This design comes from an exercise in tuning for small area and a short achievable clock period on the open sky130 flow, not from production work.
At most, simulation tests tie the RTL to the original design; equivalence was not proved.
Power and IR drop assume default switching activity.

Design cpu, start of the top module:
module cpu (
  input  logic          clk,
  input  logic          reset,
  output logic [15:0]   bAddr,
  input  logic [15:0]   bMemRead,
  output logic [15:0]   aAddr,
  input  logic [15:0]   aMemRead,
  output logic [15:0]   ifPc,
  output logic [15:0]   ifIr,
  output logic [15:0]   exCalResult,
  output logic [1:0]    exMemControl,
  output logic [3:0]    meRegisterT,
  output logic          meWriteEnable,
  output logic [15:0]   meCalResult,
  output logic          tFlag,
  output logic [175:0]  registerValue
);
  logic [15:0] pc;
  logic [15:0] idIr;
  logic        inDelaySlot;
  logic [3:0]  exRegisterT;
  logic        exWriteEnable;
  logic        exLoad;
  logic [15:0] regs [11];
  logic [15:0] opS, opM;
  logic        sFromEx, sFromMe, mFromEx, mFromMe;
  logic [3:0] op;
  assign op = idIr[15:12];
  logic isAdd, isSub, isAnd, isOr, isXor, isMovi, isAddi, isCmpEq, isCmpGt, isLoad;
  logic isBt, isBf, isJr;
  assign isAdd   = op == 4'd1;
  assign isSub   = op == 4'd2;
  assign isAnd   = op == 4'd3;
  assign isOr    = op == 4'd4;
  assign isXor   = op == 4'd5;
  assign isMovi  = op == 4'd6;
  assign isAddi  = op == 4'd7;
  assign isCmpEq = op == 4'd8;
  assign isCmpGt = op == 4'd9;
  assign isLoad  = op == 4'd10;
  assign isBt    = op == 4'd11;
  assign isBf    = op == 4'd12;
  assign isJr    = op == 4'd13;
  logic decWriteEnable;
  assign decWriteEnable = (op >= 4'd1 && op <= 4'd7) || isLoad;
  logic [15:0] rs, rm;
  assign rs = sFromEx ? exCalResult : (sFromMe ? meCalResult : opS);
  assign rm = mFromEx ? exCalResult : (mFromMe ? meCalResult : opM);
  logic        invert, carryIn;
  logic [15:0] bOp, p, g, other, result;
  logic        selSum, selG, selP, selRm, tNext;
  assign bOp = rm ^ {16{invert}};
  assign selSum = isAdd || isAddi || isSub;
  assign selG   = isAnd || isOr;
  assign selP   = isXor || isOr;
  assign selRm  = !(selSum || selG || selP);
  assign other  = ({16{selG}} & g) | ({16{selP}} & p) | ({16{selRm}} & rm);
  adder16 aluAdder (.a(rs), .b(bOp), .cin(carryIn), .selSum(selSum), .other(other),
  ...
For scale: about 1500 cells after synthesis, about 0.016 mm^2 of cells after synthesis.
==> flow/config.mk <==
export PLATFORM = sky130hd
export DESIGN_NAME = cpu
export DESIGN_NICKNAME = cpu
export VERILOG_FILES = /design/flow/design.v
export SDC_FILE = /design/flow/constraint.sdc
export NUM_CORES = 4
export LEC_CHECK = 0
export CAP_MARGIN = 20
export CORE_MARGIN = 2
export CORE_UTILIZATION = 40
export SETUP_SLACK_MARGIN = 3.2
export SLEW_MARGIN = 20
==> flow/constraint.sdc <==
create_clock -name core_clock -period 6.0 [get_ports {clk}]
set_input_delay 1.2000 -clock core_clock [delete_from_list [all_inputs] [get_ports {clk}]]
set_output_delay 1.2000 -clock core_clock [all_outputs]
set_load 0.01 [all_outputs]
standard.sh (not shown) runs the stock make flow with config.mk's settings and CLKGATE_MAP_FILE= SYNTH_SCRIPT=/design/flow/synth_recipe.tcl, a recipe that flattens the netlist after the stock synthesis.
==> flow/flow/run.sh <==
#!/bin/bash
# The standard layout, with these changes:
#  - synthesis: flow/my_synth.tcl (abc scripts flow/map.abc for the adder
#    modules, flow/top.abc for the rest; no full/half adder cells);
#  - ports are buffered with the smallest buffer instead of a delay cell;
#  - after global placement, flow/split_feedthrough.tcl gives the fetch
#    logic behind each bMemRead input buffer a buffer of its own;
#  - clock tree synthesis without dummy loads, with clkbuf_4 only.
# Everything else (floorplan, tap cells, power grid, placement, CTS,
# routing) is the standard flow's own flow, run through standard.sh.
set -euo pipefail
here=$(pwd)
bash standard.sh ADDER_MAP_FILE= SYNTH_SCRIPT="$here/flow/my_synth.tcl" \
  "BUFFER_PORTS_ARGS=-buffer_cell sky130_fd_sc_hd__buf_1" \
  "POST_GLOBAL_PLACE_TCL=$here/flow/split_feedthrough.tcl" \
  "CTS_ARGS=-sink_clustering_enable -repair_clock_nets -dont_use_dummy_load -sink_clustering_size 20 -buf_list sky130_fd_sc_hd__clkbuf_4" \
  finish > "$here/standard_flow.log" 2>&1
Other scripts of this flow, unchanged in this note and not shown: flow/flow/map.abc, flow/flow/my_synth.tcl, flow/flow/split_feedthrough.tcl, flow/flow/top.abc
Edit:
SETUP_SLACK_MARGIN = 3.1   (was 3.2)
Result:
- The new run passed the timing, design-rule and antenna checks
- worst setup slack degrades by 0.010 ns
- cell count goes down by 0.65%
- maximum frequency goes down by 0.36%
- cell area goes down by 2.2%
- total power goes down by 0.67%
- clock-buffer cell count goes up by 1
- first-iteration DRC count goes up by 8.3%
- clock skew goes down by 0.0057 ns
- register-to-register slack degrades by 0.08 ns
- die area does not change
Edit:
--- a/flow/flow/run.sh
+++ b/flow/flow/run.sh
@@ -6,2 +6,4 @@
-#  - after global placement, flow/split_feedthrough.tcl gives the fetch
-#    logic behind each bMemRead input buffer a buffer of its own;
+#  - after global placement, flow/feedthrough_buffers.tcl gives the port
+#    buffers of the bMemRead -> ifIr pass-through more drive, and
+#    flow/split_feedthrough.tcl gives the fetch logic behind each bMemRead
+#    input buffer a buffer of its own;
@@ -15 +17 @@
-  "POST_GLOBAL_PLACE_TCL=$here/flow/split_feedthrough.tcl" \
+  "POST_GLOBAL_PLACE_TCL=$here/flow/feedthrough_buffers.tcl" \
==> flow/flow/feedthrough_buffers.tcl (new file) <==
# ifIr is bMemRead passed straight through, the one path from an input
# straight to an output. Give its port buffers more drive than the smallest
# buffer the other ports get.
foreach i {0 1 2 3 4 5 6 7 8 9 10 11 12 13 14 15} {
  set in_net [get_nets "bMemRead\[$i\]"]
  foreach pin [get_pins -of_objects $in_net -filter "direction == input"] {
    replace_cell [get_cells -of_objects $pin] sky130_fd_sc_hd__buf_2
  }
  set out_net [get_nets "ifIr\[$i\]"]
  foreach pin [get_pins -of_objects $out_net -filter "direction == output"] {
    replace_cell [get_cells -of_objects $pin] sky130_fd_sc_hd__buf_4
  }
}

# and give the fetch logic behind each bMemRead input buffer a buffer of its
# own, so the pass-through only sees the output buffer
source [file join [file dirname [info script]] split_feedthrough.tcl]
Result: The changed run never finished: it broke off in global placement (3_3_place_gp) with EST-0104; area after synthesis is unchanged; synthesized cell count is unchanged.
Edit:
--- a/flow/flow/run.sh
+++ b/flow/flow/run.sh
@@ -6,4 +6,2 @@
-#  - after global placement, flow/feedthrough_buffers.tcl gives the port
-#    buffers of the bMemRead -> ifIr pass-through more drive, and
-#    flow/split_feedthrough.tcl gives the fetch logic behind each bMemRead
-#    input buffer a buffer of its own;
+#  - after global placement, flow/split_feedthrough.tcl gives the fetch
+#    logic behind each bMemRead input buffer a buffer of its own;
@@ -17 +15 @@
-  "POST_GLOBAL_PLACE_TCL=$here/flow/feedthrough_buffers.tcl" \
+  "POST_GLOBAL_PLACE_TCL=$here/flow/split_feedthrough.tcl" \
SETUP_SLACK_MARGIN = 3.0   (was 3.1)
removed: flow/flow/feedthrough_buffers.tcl
This time the run passed the timing, design-rule and antenna checks; synthesized cell count does not change; synthesized area stays the same.
Edit:
CAP_MARGIN = 0   (was 20)
PLACE_DENSITY = 0.7   (was not set)
SETUP_SLACK_MARGIN = 3.1   (was 3.0)
SLEW_MARGIN = 0   (was 20)
=> Die area stays the same; clock skew came out higher by 0.015 ns; routed wire length came out lower by a few percent; clock-buffer cell count came out lower by 4; power came out lower slightly; sequential share of layout area is about the same; first-iteration DRC count came out higher by a quarter to a third; setup slack gets better by 0.073 ns; cell count hardly moves; register-to-register slack gets better by 0.02 ns.


The RTL this note starts from:
==> flow/design.v <==
`timescale 1ns/1ns
package cpuPkg;
  typedef logic [16-1:0] word_t;
  typedef logic [3:0] regIndex_t;
  typedef enum logic [3:0] {
    OP_NOP   = 4'd0,
    OP_ADD   = 4'd1,
    OP_SUB   = 4'd2,
    OP_AND   = 4'd3,
    OP_OR    = 4'd4,
    OP_XOR   = 4'd5,
    OP_MOVI  = 4'd6,
    OP_ADDI  = 4'd7,
    OP_CMPEQ = 4'd8,
    OP_CMPGT = 4'd9,
    OP_LOAD  = 4'd10,
    OP_BT    = 4'd11,
    OP_BF    = 4'd12,
    OP_JR    = 4'd13
  } opcode_t;
  typedef enum logic [2:0] {
    ALU_PASS, ALU_ADD, ALU_SUB, ALU_AND, ALU_OR, ALU_XOR, ALU_CMPEQ, ALU_CMPGT
  } aluOp_t;
  typedef enum logic [1:0] {MEM_NONE, MEM_LOAD} memOp_t;
  typedef enum logic [2:0] {JUMP_NONE, JUMP_REL, JUMP_REG} jumpOp_t;
  typedef enum logic [1:0] {BYP_FILE, BYP_EX, BYP_ME, BYP_IMM} bypassSel_t;
endpackage
`timescale 1ns/1ns
module cpu (
  input  logic          clk,
  input  logic          reset,
  output logic [15:0]   bAddr,
  input  logic [15:0]   bMemRead,
  output logic [15:0]   aAddr,
  input  logic [15:0]   aMemRead,
  output logic [15:0]   ifPc,
  output logic [15:0]   ifIr,
  output logic [15:0]   exCalResult,
  output logic [1:0]    exMemControl,
  output logic [3:0]    meRegisterT,
  output logic          meWriteEnable,
  output logic [15:0]   meCalResult,
  output logic          tFlag,
  output logic [175:0]  registerValue
);
  function automatic logic [16:0] carries16(input logic [15:0] a, input logic [15:0] b, input logic cin);
    logic [15:0] g, p;
    g = a & b;
    p = a ^ b;
    g[0] = g[0] | (p[0] & cin);
    for (int l = 0; l < 4; l++) begin
      for (int i = 15; i >= 0; i--) begin
        if (((i >> l) & 1) == 1) begin
          g[i] = g[i] | (p[i] & g[((i >> l) << l) - 1]);
          p[i] = p[i] & p[((i >> l) << l) - 1];
        end
      end
    end
    carries16 = {g, cin};
  endfunction
  function automatic logic [8:0] carries8(input logic [7:0] a, input logic [7:0] b);
    logic [7:0] g, p;
    g = a & b;
    p = a ^ b;
    for (int l = 0; l < 3; l++) begin
      for (int i = 7; i >= 0; i--) begin
        if (((i >> l) & 1) == 1) begin
          g[i] = g[i] | (p[i] & g[((i >> l) << l) - 1]);
          p[i] = p[i] & p[((i >> l) << l) - 1];
        end
      end
    end
    carries8 = {g, 1'b0};
  endfunction
  function automatic logic [15:0] addS8(input logic [15:0] a, input logic [7:0] b);
    logic [8:0] c;
    logic [7:0] lo, hi, inc, dec;
    logic       allOnes, allZeros;
    c  = carries8(a[7:0], b);
    lo = a[7:0] ^ b ^ c[7:0];
    hi = a[15:8];
    allOnes  = 1'b1;
    allZeros = 1'b1;
    for (int i = 0; i < 8; i++) begin
      inc[i]   = hi[i] ^ allOnes;
      dec[i]   = hi[i] ^ allZeros;
      allOnes  = allOnes & hi[i];
      allZeros = allZeros & !hi[i];
    end
    if (c[8] && !b[7])      addS8 = {inc, lo};
    else if (!c[8] && b[7]) addS8 = {dec, lo};
    else                    addS8 = {hi, lo};
  endfunction
  logic [15:0] pc;
  logic [15:0] idIr;
  logic        inDelaySlot;
  logic [3:0]  exRegisterT;
  logic        exWriteEnable;
  logic        exLoad;
  logic [15:0] regs [11];
  logic [15:0] opS, opM;
  logic        sFromEx, sFromMe, mFromEx, mFromMe;
  logic [3:0] op;
  assign op = idIr[15:12];
  logic isAdd, isSub, isAnd, isOr, isXor, isMovi, isAddi, isCmpEq, isCmpGt, isLoad;
  logic isBt, isBf, isJr;
  assign isAdd   = op == 4'd1;
  assign isSub   = op == 4'd2;
  assign isAnd   = op == 4'd3;
  assign isOr    = op == 4'd4;
  assign isXor   = op == 4'd5;
  assign isMovi  = op == 4'd6;
  assign isAddi  = op == 4'd7;
  assign isCmpEq = op == 4'd8;
  assign isCmpGt = op == 4'd9;
  assign isLoad  = op == 4'd10;
  assign isBt    = op == 4'd11;
  assign isBf    = op == 4'd12;
  assign isJr    = op == 4'd13;
  logic decWriteEnable;
  assign decWriteEnable = (op >= 4'd1 && op <= 4'd7) || isLoad;
  logic [15:0] rs, rm;
  assign rs = sFromEx ? exCalResult : (sFromMe ? meCalResult : opS);
  assign rm = mFromEx ? exCalResult : (mFromMe ? meCalResult : opM);
  logic        invert, carryIn;
  logic [15:0] bOp, p, g, sum;
  logic [16:0] c;
  assign bOp    = rm ^ {16{invert}};
  assign p      = rs ^ bOp;
  assign g      = rs & bOp;
  assign c      = carries16(rs, bOp, carryIn);
  assign sum    = p ^ c[15:0];
  logic gt, eq;
  assign gt = (!rs[15] && rm[15]) || ((!rs[15] || rm[15]) && c[15]);
  assign eq = p == 16'd0;
  logic [15:0] result;
  always_comb begin
    if (isAdd || isAddi || isSub) result = sum;
    else if (isAnd)               result = g;
    else if (isOr)                result = p | g;
    else if (isXor)               result = p;
    else                          result = rm;
  end
  logic tNext;
  assign tNext = isCmpGt ? gt : eq;
  logic [7:0] immA;
  always_comb begin
    if (isMovi)      immA = idIr[7:0];
    else if (isAddi) immA = {{4{idIr[3]}}, idIr[3:0]};
    else if (isLoad) immA = {4'b0, idIr[3:0]};
    else             immA = 8'd0;
  end
  logic jumpRel, jumpReg;
  assign jumpRel = !inDelaySlot && ((isBt && tFlag) || (isBf && !tFlag));
  assign jumpReg = !inDelaySlot && isJr;
  logic [15:0] pcAdd;
  assign pcAdd = addS8(pc, jumpRel ? idIr[7:0] : 8'd1);
  logic [15:0] nxtIr;
  assign nxtIr = reset ? 16'd0 : bMemRead;
  logic [3:0] nS, nM;
  logic       nImm;
  assign nS   = bMemRead[7:4];
  assign nM   = bMemRead[3:0];
  assign nImm = nxtIr[15:13] == 3'b011;   
  logic [15:0] readS, readM, immM;
  logic sMeHit, mMeHit;
  assign sMeHit = meWriteEnable && meRegisterT == nS;
  assign mMeHit = meWriteEnable && meRegisterT == nM;
  always_comb begin
    readS = sMeHit && nS < 4'd11 ? meCalResult : 16'd0;
    readM = mMeHit && nM < 4'd11 ? meCalResult : 16'd0;
    for (int i = 0; i < 11; i++) begin
      readS = readS | ({16{nS == 4'(i) && !sMeHit}} & regs[i]);
      readM = readM | ({16{nM == 4'(i) && !mMeHit}} & regs[i]);
    end
  end
  assign immM = nxtIr[12] ? {{12{nxtIr[3]}}, nxtIr[3:0]} : {{8{nxtIr[7]}}, nxtIr[7:0]};
  always_ff @(posedge clk) begin
    if (reset) begin
      pc            <= 16'd0;
      exWriteEnable <= 1'b0;
      meWriteEnable <= 1'b0;
      tFlag         <= 1'b0;
      meCalResult   <= 16'd0;
    end else begin
      pc            <= jumpReg ? rs : pcAdd;
      exWriteEnable <= decWriteEnable;
      meWriteEnable <= exWriteEnable;
      if (isCmpEq || isCmpGt) tFlag <= tNext;
      meCalResult   <= exLoad ? aMemRead : exCalResult;
    end
    idIr        <= nxtIr;
    invert      <= nxtIr[15:12] == 4'd2 || nxtIr[15:12] == 4'd9;
    carryIn     <= nxtIr[15:12] == 4'd2;
    inDelaySlot <= jumpRel || jumpReg;
    exLoad      <= isLoad;
    opS         <= readS;
    opM         <= nImm ? immM : readM;
    sFromEx     <= nS < 4'd11 && decWriteEnable && idIr[11:8] == nS;
    sFromMe     <= nS < 4'd11 && exWriteEnable && exRegisterT == nS;
    mFromEx     <= !nImm && nM < 4'd11 && decWriteEnable && idIr[11:8] == nM;
    mFromMe     <= !nImm && nM < 4'd11 && exWriteEnable && exRegisterT == nM;
    exCalResult <= result;
    exRegisterT <= idIr[11:8];
    aAddr       <= addS8(rs, immA);
    meRegisterT <= exRegisterT;
  end
  logic [15:0] writeValue;
  assign writeValue = reset ? 16'd0 : meCalResult;
  always_ff @(posedge clk) begin
    for (int i = 0; i < 11; i++) begin
      if (reset || (meWriteEnable && meRegisterT == 4'(i))) regs[i] <= writeValue;
    end
  end
  always_comb begin
    for (int i = 0; i < 11; i++) registerValue[16*i +: 16] = regs[i];
  end
  assign bAddr        = pc;
  assign ifPc         = pc;
  assign ifIr         = bMemRead;
  assign exMemControl = {1'b0, exLoad};
endmodule
clock: 6.0 ns
lec_check: 0
cap_margin: 20
core_margin: 2
core_utilization: 40
setup_slack_margin: 3.0
slew_margin: 20
==> flow/flow/run.sh <==
#!/bin/bash
# The standard layout, with three changes:
#  - synthesis maps with flow/map.abc (area-leaning) and without the
#    full/half adder cells (adders stay plain gates for abc);
#  - ports are buffered with the smallest buffer instead of a delay cell;
# everything else (floorplan, tap cells, power grid, placement, CTS,
# routing) is the standard flow's own flow, run through standard.sh.
set -euo pipefail
here=$(pwd)
bash standard.sh ADDER_MAP_FILE= SYNTH_SCRIPT="$here/flow/my_synth.tcl" \
  "BUFFER_PORTS_ARGS=-buffer_cell sky130_fd_sc_hd__buf_1" finish > "$here/standard_flow.log" 2>&1
==> flow/flow/map.abc <==
&get -n
&st
&dch
&nf
&st
&syn2
&if -g -K 6
&synch2
&nf
&st
&syn2
&if -g -K 6
&synch2
&nf
&st
&syn2
&if -g -K 6
&synch2
&nf
&st
&syn2
&if -g -K 6
&synch2
&nf
&st
&syn2
&if -g -K 6
&synch2
&nf
&put
buffer -c
topo
stime -c
upsize -c
dnsize -c
==> flow/flow/my_synth.tcl <==
# Standard synthesis script with one change: abc maps with the area-leaning
# script next to this file (the flip-flops are mapped before abc, so
# registers, their names and cells are the standard synthesis's).
set ::my_abc_script [file join [file dirname [file normalize [info script]]] map.abc]
proc abc {args} {
  set i [lsearch -exact $args -script]
  if { $i >= 0 } { set args [lreplace $args [expr {$i + 1}] [expr {$i + 1}] $::my_abc_script] }
  yosys abc {*}$args
}
proc synth {args} { yosys synth -nofsm -noshare {*}$args }
source $::env(SCRIPTS_DIR)/synth.tcl
# left out here: clear keep_hierarchy, flatten, clean up, hide names made inside functions, write 1_2_yosys.v
The starting point completed with no timing, DRC or antenna violations.
Rerun with:
==> flow/flow/map.abc (replaced) <==
strash
&get -n
&fraig -x
&put
scorr
dc2
strash
&get -n
&dch -f
&nf
&put
topo
stime -c
buffer -c
upsize -c
dnsize -c
Total power is higher slightly.
Non-clock buffer count goes up by 60.
Routed wire length fell by a little under a tenth.
Register-to-register slack got worse by 0.93 ns.
Hold slack hardly moves.
Die area decreases by roughly a tenth.
Setup slack degrades by 0.93 ns.
Area after synthesis went down by roughly a tenth.
No run of this note included a check of the RTL's function; only the layout flow was run.

what the ideal ports hide:
Ports are ideal in the flow. The routed layouts listed here were re-timed in OpenROAD.
Step 1 sets driving cells, clkbuf_16 on the clock port and buf_2 on the other inputs (assumed; they add their load-dependent delay and slew).
Step 2 moves the port delays by t, midway between the first and last clock arrival at a register: inputs arrive t later, outputs are due t later. That takes back most of the time a late clock gives input paths.
Three values: ideal ports, drivers, drivers and shift; two values: the first two.
run	t (ns)	setup slack, ns	worst setup path at the end	clock arrival spread, ns
the first run of note 1	0.779	3.128 / 3.149 / 2.370	input to register	0.109 / 0.109
the second run of note 1	0.794	3.118 / 3.089 / 2.391	input to register	0.104 / 0.103
the fourth run of note 1	0.793	3.106 / 3.084 / 2.388	input to register	0.110 / 0.111
the fifth run of note 1	0.737	3.179 / 3.155 / 2.505	input to register	0.121 / 0.121
the first run of note 2	0.598	2.794 / 2.794 / 2.519	input to register	0.020 / 0.020
the second run of note 2	0.605	1.862 / 1.862 / 1.862	register to register	0.019 / 0.019
After both steps setup and hold are still met in every run listed. The setup slack of the first run of note 1, which loses most, moves by +0.021 ns with the drivers and by -0.758 ns with both steps.
